What follows belongs to an exercise in optimizing a design on an open flow for small area, a short achievable clock period and few clock cycles per item; a production flow would make more cautious choices. At most, simulation tests tie the RTL to the original design; equivalence was not proved. Power is estimated from default activity; no workload was simulated.

rev 12:
==> flow/design.v (excerpt) <==
module comp_mult_top
#(
    parameter logic [15:0] APB_BASE = '0   
) (
    input  logic        clk,
    input  logic        rst_n,
    input  logic [15:0] paddr,
    input  logic        pwrite,
    input  logic [15:0] pwdata,
    input  logic        psel,
    output logic        pready,
    output logic [15:0] prdata,
    output logic        pslverr,
    output logic        mem_ce,
    output logic        mem_we,
    output logic [15:0] mem_addr,
    output logic [7:0]  mem_wr_data,
    input  logic [7:0]  mem_rd_data
);
    logic [15:0] ofs_full;
    logic [2:0]  ofs;
    logic        in_range;
    logic        acc_ok;
    logic        wr_en;
    logic [15:0] num;        
    logic        num_ok;     
    logic        busy;       
    logic        done;
    logic        rd_q;       
    assign ofs_full = paddr - APB_BASE;
    assign in_range = (ofs_full[15:3] == 13'd0);
    assign ofs      = ofs_full[2:0];
    always_comb begin
        case (ofs)
            3'd0, 3'd1, 3'd2, 3'd3, 3'd4: acc_ok = pwrite;
            3'd5:                         acc_ok = 1'b1;
            3'd6:                         acc_ok = ~pwrite;
            default:                      acc_ok = 1'b0;
        endcase
    end
    assign wr_en = psel & pwrite & in_range & acc_ok;
    logic [15:0] wdat;
  ...
==> flow/config.mk <==
export PLATFORM = sky130hd
export DESIGN_NAME = comp_mult_top
export DESIGN_NICKNAME = comp_mult_top
export VERILOG_FILES = /design/flow/design.v
export SDC_FILE = /design/flow/constraint.sdc
export NUM_CORES = 4
export LEC_CHECK = 0
export CAP_MARGIN = 20
export CORE_MARGIN = 2
export CORE_UTILIZATION = 40
export CTS_BUF_LIST = sky130_fd_sc_hd__clkbuf_8
export SETUP_SLACK_MARGIN = 4.0
export SLEW_MARGIN = 20
==> flow/constraint.sdc <==
create_clock -name core_clock -period 6.5 [get_ports {clk}]
set_input_delay 1.3000 -clock core_clock [delete_from_list [all_inputs] [get_ports {clk}]]
set_output_delay 1.3000 -clock core_clock [all_outputs]
set_load 0.01 [all_outputs]
standard.sh (not shown) runs the stock make flow with config.mk's settings and CLKGATE_MAP_FILE= SYNTH_SCRIPT=/design/flow/synth_recipe.tcl, a recipe that flattens the netlist after the stock synthesis.
==> flow/flow/run.sh <==
#!/bin/bash
# standard layout, with plain buffers on the ports
set -euo pipefail
bash standard.sh BUFFER_PORTS_ARGS="-buffer_cell sky130_fd_sc_hd__buf_2" finish > standard.log 2>&1
Testbench counts of rev 12, summed over its fixed seeds: cycles 22,748, items 2,070.
### rev 12 -> rev 13
-- flow/design.v --
<<< rev 12, line 79
    logic [15:0] wdat;
    logic        w_op1, w_op2, w_res, w_num, w_start, w_clr;
    always_ff @(posedge clk) begin
        wdat    <= pwdata;
        w_op1   <= wr_en & (ofs == 3'd0);
        w_op2   <= wr_en & (ofs == 3'd1);
        w_res   <= wr_en & (ofs == 3'd2);
        w_start <= wr_en & (ofs == 3'd4) & pwdata[0];
        w_clr   <= wr_en & (ofs == 3'd5) & ~pwdata[0];
    end
    always_ff @(posedge clk or negedge rst_n) begin
        if (!rst_n)
            w_num <= 1'b0;
        else
            w_num <= wr_en & (ofs == 3'd3);
    end
    logic num_nz;
    logic go;
>>> rev 13, line 79
    logic [15:0] wdat;
    logic        w_op1, w_op2, w_res, w_num, w_start, w_clr;
    assign wdat    = pwdata;
    assign w_op1   = wr_en & (ofs == 3'd0);
    assign w_op2   = wr_en & (ofs == 3'd1);
    assign w_res   = wr_en & (ofs == 3'd2);
    assign w_num   = wr_en & (ofs == 3'd3);
    assign w_start = wr_en & (ofs == 3'd4) & pwdata[0];
    assign w_clr   = wr_en & (ofs == 3'd5) & ~pwdata[0];
    logic num_nz;
    logic go;
<<< rev 12, line 100
    assign prdata = {15'd0, rd_q};
    always_ff @(posedge clk) begin
        rd_q <= ofs[1] ? busy : (done & ~w_clr);
    end
    logic [4:0]  jc;
>>> rev 13, line 93
    assign prdata = {15'd0, rd_q};
    always_ff @(posedge clk) begin
        rd_q <= ofs[1] ? busy : done;
    end
    logic [4:0]  jc;
==> comparison <==
Wire: rev 13 routes more than rev 12. Max final net count across rev 13 and rev 12: rev 12. The final reports for rev 13 and rev 12 show proportion of power drawn by combinational gates lower in the former. Power consumed by the clock network, rev 13 and rev 12, lower one = rev 13. The more densely filled core belongs to rev 13, not rev 12.
For rev 13, only the layout was checked, not whether the RTL still works.

========
The RTL this note starts from:
==> flow/design.v <==
`timescale 1ns/1ps
package cmul_types_pkg;
    localparam int ELEM_W    = 8;    
    localparam int RES_W     = 18;   
    localparam int RES_BYTES = 3;    
    localparam int ADDR_W    = 16;   
    localparam int REG_W     = 16;   
    typedef logic signed [ELEM_W-1:0] elem_t;       
    typedef logic signed [RES_W-1:0]  res_t;        
    typedef logic [ADDR_W-1:0]        addr_t;       
    typedef logic [REG_W-1:0]         reg_t;        
    typedef logic [2:0]               byte_cnt_t;   
endpackage
`timescale 1ns/1ps
package cmul_regmap_pkg;
    typedef enum logic [2:0] {
        OFS_OP1    = 3'd0,   
        OFS_OP2    = 3'd1,   
        OFS_RES    = 3'd2,   
        OFS_NUM_OP = 3'd3,   
        OFS_START  = 3'd4,   
        OFS_STATUS = 3'd5,   
        OFS_STATE  = 3'd6    
    } reg_offset_e;
    localparam int STS_DONE_BIT = 0;
    typedef enum logic [1:0] {
        ST_IDLE   = 2'd0,
        ST_RD_OPS = 2'd1,   
        ST_WORK   = 2'd2,   
        ST_WR_RES = 2'd3    
    } ctrl_state_e;
    localparam int OP_RD_BYTES  = 4;   
    localparam int RES_WR_BYTES = 6;   
    localparam int OP_STRIDE    = 2;   
    localparam int RES_STRIDE   = 6;   
endpackage
`timescale 1ns/1ps
module comp_mult_top
#(
    parameter logic [15:0] APB_BASE = '0   
) (
    input  logic        clk,
    input  logic        rst_n,
    input  logic [15:0] paddr,
    input  logic        pwrite,
    input  logic [15:0] pwdata,
    input  logic        psel,
    output logic        pready,
    output logic [15:0] prdata,
    output logic        pslverr,
    output logic        mem_ce,
    output logic        mem_we,
    output logic [15:0] mem_addr,
    output logic [7:0]  mem_wr_data,
    input  logic [7:0]  mem_rd_data
);
    logic [15:0] ofs_full;
    logic [2:0]  ofs;
    logic        in_range;
    logic        acc_ok;
    logic        wr_en;
    logic [15:0] num;        
    logic        num_nz;     
    logic        busy;       
    logic        done;
    logic        rd_q;       
    assign ofs_full = paddr - APB_BASE;
    assign in_range = (ofs_full[15:3] == 13'd0);
    assign ofs      = ofs_full[2:0];
    always_comb begin
        case (ofs)
            3'd0, 3'd1, 3'd2, 3'd3, 3'd4: acc_ok = pwrite;
            3'd5:                         acc_ok = 1'b1;
            3'd6:                         acc_ok = ~pwrite;
            default:                      acc_ok = 1'b0;
        endcase
    end
    assign wr_en = psel & pwrite & in_range & acc_ok;
    logic [15:0] wdat;
    logic        w_op1, w_op2, w_res, w_num, w_clr;
    always_ff @(posedge clk) begin
        wdat    <= pwdata;
        w_op1   <= wr_en & (ofs == 3'd0);
        w_op2   <= wr_en & (ofs == 3'd1);
        w_res   <= wr_en & (ofs == 3'd2);
        w_clr   <= wr_en & (ofs == 3'd5) & ~pwdata[0];
    end
    always_ff @(posedge clk or negedge rst_n) begin
        if (!rst_n)
            w_num <= 1'b0;
        else
            w_num <= wr_en & (ofs == 3'd3);
    end
    logic go;
    assign go     = wr_en & (ofs == 3'd4) & pwdata[0] & ~busy
                  & (w_num ? (wdat != 16'd0) : num_nz);
    assign pready = 1'b1;
    assign prdata = {15'd0, rd_q};
    always_ff @(posedge clk) begin
        rd_q <= ofs[1] ? busy : (done & ~w_clr);
    end
    logic [4:0]  jc;
    logic [9:0]  s;          
    logic        lastf;      
    logic        f0;         
    logic        fend;
    logic        fin;
    assign s[0] = ~jc[4] & ~jc[0];
    assign s[1] =  jc[0] & ~jc[1];
    assign s[2] =  jc[1] & ~jc[2];
    assign s[3] =  jc[2] & ~jc[3];
    assign s[4] =  jc[3] & ~jc[4];
    assign s[5] =  jc[4] &  jc[0];
    assign s[6] = ~jc[0] &  jc[1];
    assign s[7] = ~jc[1] &  jc[2];
    assign s[8] = ~jc[2] &  jc[3];
    assign s[9] = ~jc[3] &  jc[4];
    assign fend = lastf ? s[6] : s[9];
    assign fin  = busy & lastf & fend;
    logic       o_ce, o_we;
    logic       rd_n;
    logic [5:0] wb_n;
    logic       wr_n;
    assign rd_n = go | (busy & ~lastf & (s[0] | s[1] | s[2] | (s[9] & num_nz)));
    assign wb_n = {6{busy}} & (lastf ? s[5:0] : ({6{~f0}} & s[8:3]));
    assign wr_n = |wb_n;
    always_ff @(posedge clk or negedge rst_n) begin
        if (!rst_n) begin
            o_ce <= 1'b0;
            o_we <= 1'b0;
        end else begin
            o_ce <= rd_n | wr_n;
            o_we <= wr_n;
        end
    end
    assign mem_ce = o_ce;
    assign mem_we = o_we;
    logic [15:0] cur_ptr, nx1_ptr, nx2_ptr;
    logic [15:0] nxt;
    logic        rot;
    assign nxt = cur_ptr + {15'd0, o_ce};
    assign rot = busy & ~lastf & (s[1] | s[3] | (s[9] & num_nz));
    assign mem_addr = cur_ptr;
    always_ff @(posedge clk) begin
        if (w_op1)
            cur_ptr <= wdat;
        else if (busy)
            cur_ptr <= rot ? nx1_ptr : nxt;
        if (w_op2)
            nx1_ptr <= wdat;
        else if (rot)
            nx1_ptr <= nx2_ptr;
        if (w_res)
            nx2_ptr <= wdat;
        else if (rot)
            nx2_ptr <= nxt;
        if (w_num)
            num <= wdat;
        else if (busy & ~lastf & s[3])
            num <= num - 16'd1;
    end
    always_ff @(posedge clk) begin
        if (go) begin
            jc    <= 5'd0;
            f0    <= 1'b1;
            lastf <= 1'b0;
        end else if (f0 & s[3]) begin
            jc    <= 5'b11111;                                      
        end else if (fend) begin
            jc    <= 5'd0;
            f0    <= 1'b0;
            lastf <= ~num_nz;
        end else begin
            jc    <= {jc[3:0], ~jc[4]};
        end
    end
    always_ff @(posedge clk or negedge rst_n) begin
        if (!rst_n) begin
            num_nz  <= 1'b0;
            busy    <= 1'b0;
            done    <= 1'b0;
            pslverr <= 1'b0;
        end else begin
            pslverr <= psel & ~(in_range & acc_ok);
            if (w_num)
                num_nz <= (wdat != 16'd0);
            else if (busy & ~lastf & s[3])
                num_nz <= (num != 16'd1);                           
            if (go)
                busy <= 1'b1;
            else if (fin)
                busy <= 1'b0;
            if (fin)
                done <= 1'b1;
            else if (w_clr)
                done <= 1'b0;
        end
    end
    logic signed [7:0]  opa;    
    logic signed [7:0]  opb;    
    logic signed [7:0]  opc;    
    logic signed [7:0]  opd;    
    logic signed [15:0] prod;   
    logic               b_hi;   
    logic signed [16:0] acc;    
    logic signed [16:0] res;    
    always_ff @(posedge clk) begin
        if (s[1]) opa <= mem_rd_data;
        if (s[2]) opb <= mem_rd_data;
        if (s[3]) opc <= mem_rd_data;
        if (s[4] | (f0 & s[5])) opd <= mem_rd_data;
    end
    logic [7:0] mcand;
    logic [1:0] bneg, bone, btwo;
    logic       acc_first;           
    logic       nx_d, nx_hi, nx_neg, nx_none;
    logic [7:0] nx_src;
    logic [3:0] nx_nib;
    logic       nx_m1;
    logic [2:0] trip0, trip1;
    assign nx_d   = s[6] | s[7] | s[0] | s[1];
    assign nx_hi  = s[5] | s[7] | s[9] | s[1];
    assign nx_neg = s[0] | s[1];
    assign nx_src = (f0 & s[3]) ? mem_rd_data : (nx_d ? opd : opc);   
    assign nx_nib = nx_hi ? nx_src[7:4] : nx_src[3:0];
    assign nx_m1  = nx_hi & nx_src[3];
    assign nx_none = (s[2] | s[3]) & ~(f0 & s[3]);
    assign trip0  = {nx_nib[1:0], nx_m1} & {3{~nx_none}};
    assign trip1  = nx_nib[3:1] & {3{~nx_none}};
    always_ff @(posedge clk) begin
        mcand     <= (s[4] | s[5] | s[0] | s[1] | (f0 & s[3])) ? opb : opa;
        bone[0]   <= trip0[1] ^ trip0[0];
        btwo[0]   <= (trip0[2] & ~trip0[1] & ~trip0[0]) | (~trip0[2] & trip0[1] & trip0[0]);
        bneg[0]   <= (trip0[2] & ~(trip0[1] & trip0[0])) ^ nx_neg;
        bone[1]   <= trip1[1] ^ trip1[0];
        btwo[1]   <= (trip1[2] & ~trip1[1] & ~trip1[0]) | (~trip1[2] & trip1[1] & trip1[0]);
        bneg[1]   <= (trip1[2] & ~(trip1[1] & trip1[0])) ^ nx_neg;
        b_hi      <= nx_hi;
        acc_first <= s[5] | s[9];                                   
    end
    logic [8:0]  pm0, pm1, px0, px1;
    logic [11:0] row0, row1, row2;
    assign pm0  = bone[0] ? {mcand[7], mcand} : (btwo[0] ? {mcand, 1'b0} : 9'd0);
    assign pm1  = bone[1] ? {mcand[7], mcand} : (btwo[1] ? {mcand, 1'b0} : 9'd0);
    assign px0  = pm0 ^ {9{bneg[0]}};
    assign px1  = pm1 ^ {9{bneg[1]}};
    assign row0 = {{3{px0[8]}}, px0};
    assign row1 = {px1[8], px1, 1'b0, bneg[0]};
    assign row2 = {9'd0, bneg[1], 2'b00};
    logic [11:0] ca, cb, psum;
    assign ca = row0 ^ row1 ^ row2;
    assign cb = {(row0[10:0] & row1[10:0]) | (row0[10:0] & row2[10:0]) | (row1[10:0] & row2[10:0]), 1'b0};
    always_comb begin
        logic [11:0] g, p, gn, pn;
        g = ca & cb;
        p = ca ^ cb;
        for (int d = 1; d < 12; d = d * 2) begin
            gn = g;
            pn = p;
            for (int i = d; i < 12; i++) begin
                gn[i] = g[i] | (p[i] & g[i-d]);
                pn[i] = p[i] & p[i-d];
            end
            g = gn;
            p = pn;
        end
        psum = ca ^ cb ^ {g[10:0], 1'b0};
    end
    logic signed [16:0] acc_in;
    logic signed [16:0] p_ext;
    logic signed [16:0] sum;
    assign acc_in = acc_first ? 17'sd0 : acc;
    assign p_ext  = {prod[15], prod};
    always_comb begin
        logic [16:0] g, p, gn, pn;
        g = acc_in & p_ext;
        p = acc_in ^ p_ext;
        for (int d = 1; d < 17; d = d * 2) begin
            gn = g;
            pn = p;
            for (int i = d; i < 17; i++) begin
                gn[i] = g[i] | (p[i] & g[i-d]);
                pn[i] = p[i] & p[i-d];
            end
            g = gn;
            p = pn;
        end
        sum = acc_in ^ p_ext ^ {g[15:0], 1'b0};
    end
    always_ff @(posedge clk) begin
        prod <= b_hi ? {psum, 4'd0} : {{4{psum[11]}}, psum};
        acc <= sum;
        if (s[0] | s[6]) res <= acc;
    end
    logic [7:0] wd_q;
    logic [7:0] res_top, acc_top;
    assign res_top = {6'd0, res[16], res[16]};
    assign acc_top = {6'd0, acc[16], acc[16]};
    always_ff @(posedge clk) begin
        if (lastf)
            wd_q <= ({8{s[0]}} & acc[7:0])
                  | ({8{s[1]}} & res[15:8])
                  | ({8{s[2]}} & res_top)
                  | ({8{s[3]}} & sum[7:0])
                  | ({8{s[4]}} & acc[15:8])
                  | ({8{s[5]}} & acc_top);
        else
            wd_q <= ({8{s[3]}} & res[7:0])
                  | ({8{s[4] | s[7]}} & res[15:8])
                  | ({8{s[5] | s[8]}} & res_top)
                  | ({8{s[6]}} & acc[7:0]);
    end
    assign mem_wr_data = wd_q;
endmodule
==> flow/config.mk <==
export PLATFORM = sky130hd
export DESIGN_NAME = comp_mult_top
export DESIGN_NICKNAME = comp_mult_top
export VERILOG_FILES = /design/flow/design.v
export SDC_FILE = /design/flow/constraint.sdc
export NUM_CORES = 4
export LEC_CHECK = 0
export CAP_MARGIN = 20
export CORE_MARGIN = 2
export CORE_UTILIZATION = 40
export CTS_BUF_LIST = sky130_fd_sc_hd__clkbuf_16
export CTS_CLUSTER_DIAMETER = 150
export CTS_CLUSTER_SIZE = 24
export SETUP_SLACK_MARGIN = 4.0
export SLEW_MARGIN = 20
==> flow/constraint.sdc <==
create_clock -name core_clock -period 6.5 [get_ports {clk}]
set_input_delay 1.3000 -clock core_clock [delete_from_list [all_inputs] [get_ports {clk}]]
set_output_delay 1.3000 -clock core_clock [all_outputs]
set_load 0.01 [all_outputs]
Scripts as last shown in full above: flow/flow/run.sh
Then changed:
--- a/flow/design.v
+++ b/flow/design.v
@@ -198,46 +198,46 @@
     end
     logic signed [7:0]  opa;    
     logic signed [7:0]  opb;    
     logic signed [7:0]  opc;    
     logic signed [7:0]  opd;    
-    logic signed [15:0] prod;   
-    logic               b_hi;   
+    logic signed [11:0] prod;   
+    logic               p_hi;   
     logic signed [16:0] acc;    
     logic signed [16:0] res;    
     always_ff @(posedge clk) begin
         if (s[1]) opa <= mem_rd_data;
         if (s[2]) opb <= mem_rd_data;
         if (s[3]) opc <= mem_rd_data;
         if (s[4] | (f0 & s[5])) opd <= mem_rd_data;
     end
     logic [7:0] mcand;
     logic [1:0] bneg, bone, btwo;
-    logic       acc_first;           
-    logic       nx_d, nx_hi, nx_neg, nx_none;
+    logic       acc_en, acc_first;   
+    logic       nx_d, nx_hi, nx_neg;
     logic [7:0] nx_src;
     logic [3:0] nx_nib;
     logic       nx_m1;
     logic [2:0] trip0, trip1;
     assign nx_d   = s[6] | s[7] | s[0] | s[1];
     assign nx_hi  = s[5] | s[7] | s[9] | s[1];
     assign nx_neg = s[0] | s[1];
     assign nx_src = (f0 & s[3]) ? mem_rd_data : (nx_d ? opd : opc);   
     assign nx_nib = nx_hi ? nx_src[7:4] : nx_src[3:0];
     assign nx_m1  = nx_hi & nx_src[3];
-    assign nx_none = (s[2] | s[3]) & ~(f0 & s[3]);
-    assign trip0  = {nx_nib[1:0], nx_m1} & {3{~nx_none}};
-    assign trip1  = nx_nib[3:1] & {3{~nx_none}};
+    assign trip0  = {nx_nib[1:0], nx_m1};
+    assign trip1  = nx_nib[3:1];
     always_ff @(posedge clk) begin
         mcand     <= (s[4] | s[5] | s[0] | s[1] | (f0 & s[3])) ? opb : opa;
         bone[0]   <= trip0[1] ^ trip0[0];
         btwo[0]   <= (trip0[2] & ~trip0[1] & ~trip0[0]) | (~trip0[2] & trip0[1] & trip0[0]);
         bneg[0]   <= (trip0[2] & ~(trip0[1] & trip0[0])) ^ nx_neg;
         bone[1]   <= trip1[1] ^ trip1[0];
         btwo[1]   <= (trip1[2] & ~trip1[1] & ~trip1[0]) | (~trip1[2] & trip1[1] & trip1[0]);
         bneg[1]   <= (trip1[2] & ~(trip1[1] & trip1[0])) ^ nx_neg;
-        b_hi      <= nx_hi;
+        p_hi      <= s[6] | s[8] | s[0] | s[2];
+        acc_en    <= ~(s[3] | s[4]);                                
         acc_first <= s[5] | s[9];                                   
     end
     logic [8:0]  pm0, pm1, px0, px1;
     logic [11:0] row0, row1, row2;
     assign pm0  = bone[0] ? {mcand[7], mcand} : (btwo[0] ? {mcand, 1'b0} : 9'd0);
@@ -245,53 +245,19 @@
     assign px0  = pm0 ^ {9{bneg[0]}};
     assign px1  = pm1 ^ {9{bneg[1]}};
     assign row0 = {{3{px0[8]}}, px0};
     assign row1 = {px1[8], px1, 1'b0, bneg[0]};
     assign row2 = {9'd0, bneg[1], 2'b00};
-    logic [11:0] ca, cb, psum;
-    assign ca = row0 ^ row1 ^ row2;
-    assign cb = {(row0[10:0] & row1[10:0]) | (row0[10:0] & row2[10:0]) | (row1[10:0] & row2[10:0]), 1'b0};
-    always_comb begin
-        logic [11:0] g, p, gn, pn;
-        g = ca & cb;
-        p = ca ^ cb;
-        for (int d = 1; d < 12; d = d * 2) begin
-            gn = g;
-            pn = p;
-            for (int i = d; i < 12; i++) begin
-                gn[i] = g[i] | (p[i] & g[i-d]);
-                pn[i] = p[i] & p[i-d];
-            end
-            g = gn;
-            p = pn;
-        end
-        psum = ca ^ cb ^ {g[10:0], 1'b0};
-    end
     logic signed [16:0] acc_in;
     logic signed [16:0] p_ext;
     logic signed [16:0] sum;
     assign acc_in = acc_first ? 17'sd0 : acc;
-    assign p_ext  = {prod[15], prod};
-    always_comb begin
-        logic [16:0] g, p, gn, pn;
-        g = acc_in & p_ext;
-        p = acc_in ^ p_ext;
-        for (int d = 1; d < 17; d = d * 2) begin
-            gn = g;
-            pn = p;
-            for (int i = d; i < 17; i++) begin
-                gn[i] = g[i] | (p[i] & g[i-d]);
-                pn[i] = p[i] & p[i-d];
-            end
-            g = gn;
-            p = pn;
-        end
-        sum = acc_in ^ p_ext ^ {g[15:0], 1'b0};
-    end
-    always_ff @(posedge clk) begin
-        prod <= b_hi ? {psum, 4'd0} : {{4{psum[11]}}, psum};
-        acc <= sum;
+    assign p_ext  = p_hi ? {prod[11], prod, 4'd0} : {{5{prod[11]}}, prod};
+    assign sum    = acc_in + p_ext;
+    always_ff @(posedge clk) begin
+        prod <= row0 + row1 + row2;
+        if (acc_en)      acc <= sum;
         if (s[0] | s[6]) res <= acc;
     end
     logic [7:0] wd_q;
     logic [7:0] res_top, acc_top;
     assign res_top = {6'd0, res[16], res[16]};
=> Combinational power drops by well over a third; wire length climbs slightly; hold slack degrades by 19 ps; die area barely changes; clock power barely changes.
No run of this note included a check of the RTL's function; only the layout flow was run.

-- afterwards: timing with drivers on the ports --
How much do the figures lean on ideal ports? The routed layouts below were timed once more, with nothing changed but the port constraints.
Step 1: set_driving_cell puts a clkbuf_16 on clk and a buf_2 on each other input, an assumption about the parent block.
Step 2, shift: input delay + t, output delay - t, t = (earliest + latest rising clock arrival at the registers) / 2. This alone moves slack from input paths to output paths.
Slacks: no drivers / after step 1 / after step 2; pairs: no drivers / after step 1.
run | shift t [ns] | setup WS [ns] | hold slack, ns | clock arrival spread, ns | worst data-port slew with drivers (ns)
rev 12 | 0.569 | 3.941 / 3.941 / 3.774 | 0.471 / 0.471 / 0.471 | 0.057 / 0.057 | 0.04
rev 13 | 0.508 | 3.794 / 3.794 / 3.323 | 0.484 / 0.484 / 0.484 | 0.023 / 0.023 | 0.10
the first run of note 2 | 0.512 | 3.698 / 3.698 / 3.675 | 0.477 / 0.477 / 0.477 | 0.015 / 0.015 | 0.07
the second run of note 2 | 0.512 | 3.883 / 3.883 / 3.575 | 0.458 / 0.458 / 0.458 | 0.029 / 0.029 | 0.04
After both steps every run listed still meets setup and hold. The setup slack of rev 13, which loses most, moves by 0.000 ns with the drivers and by -0.471 ns with both steps.
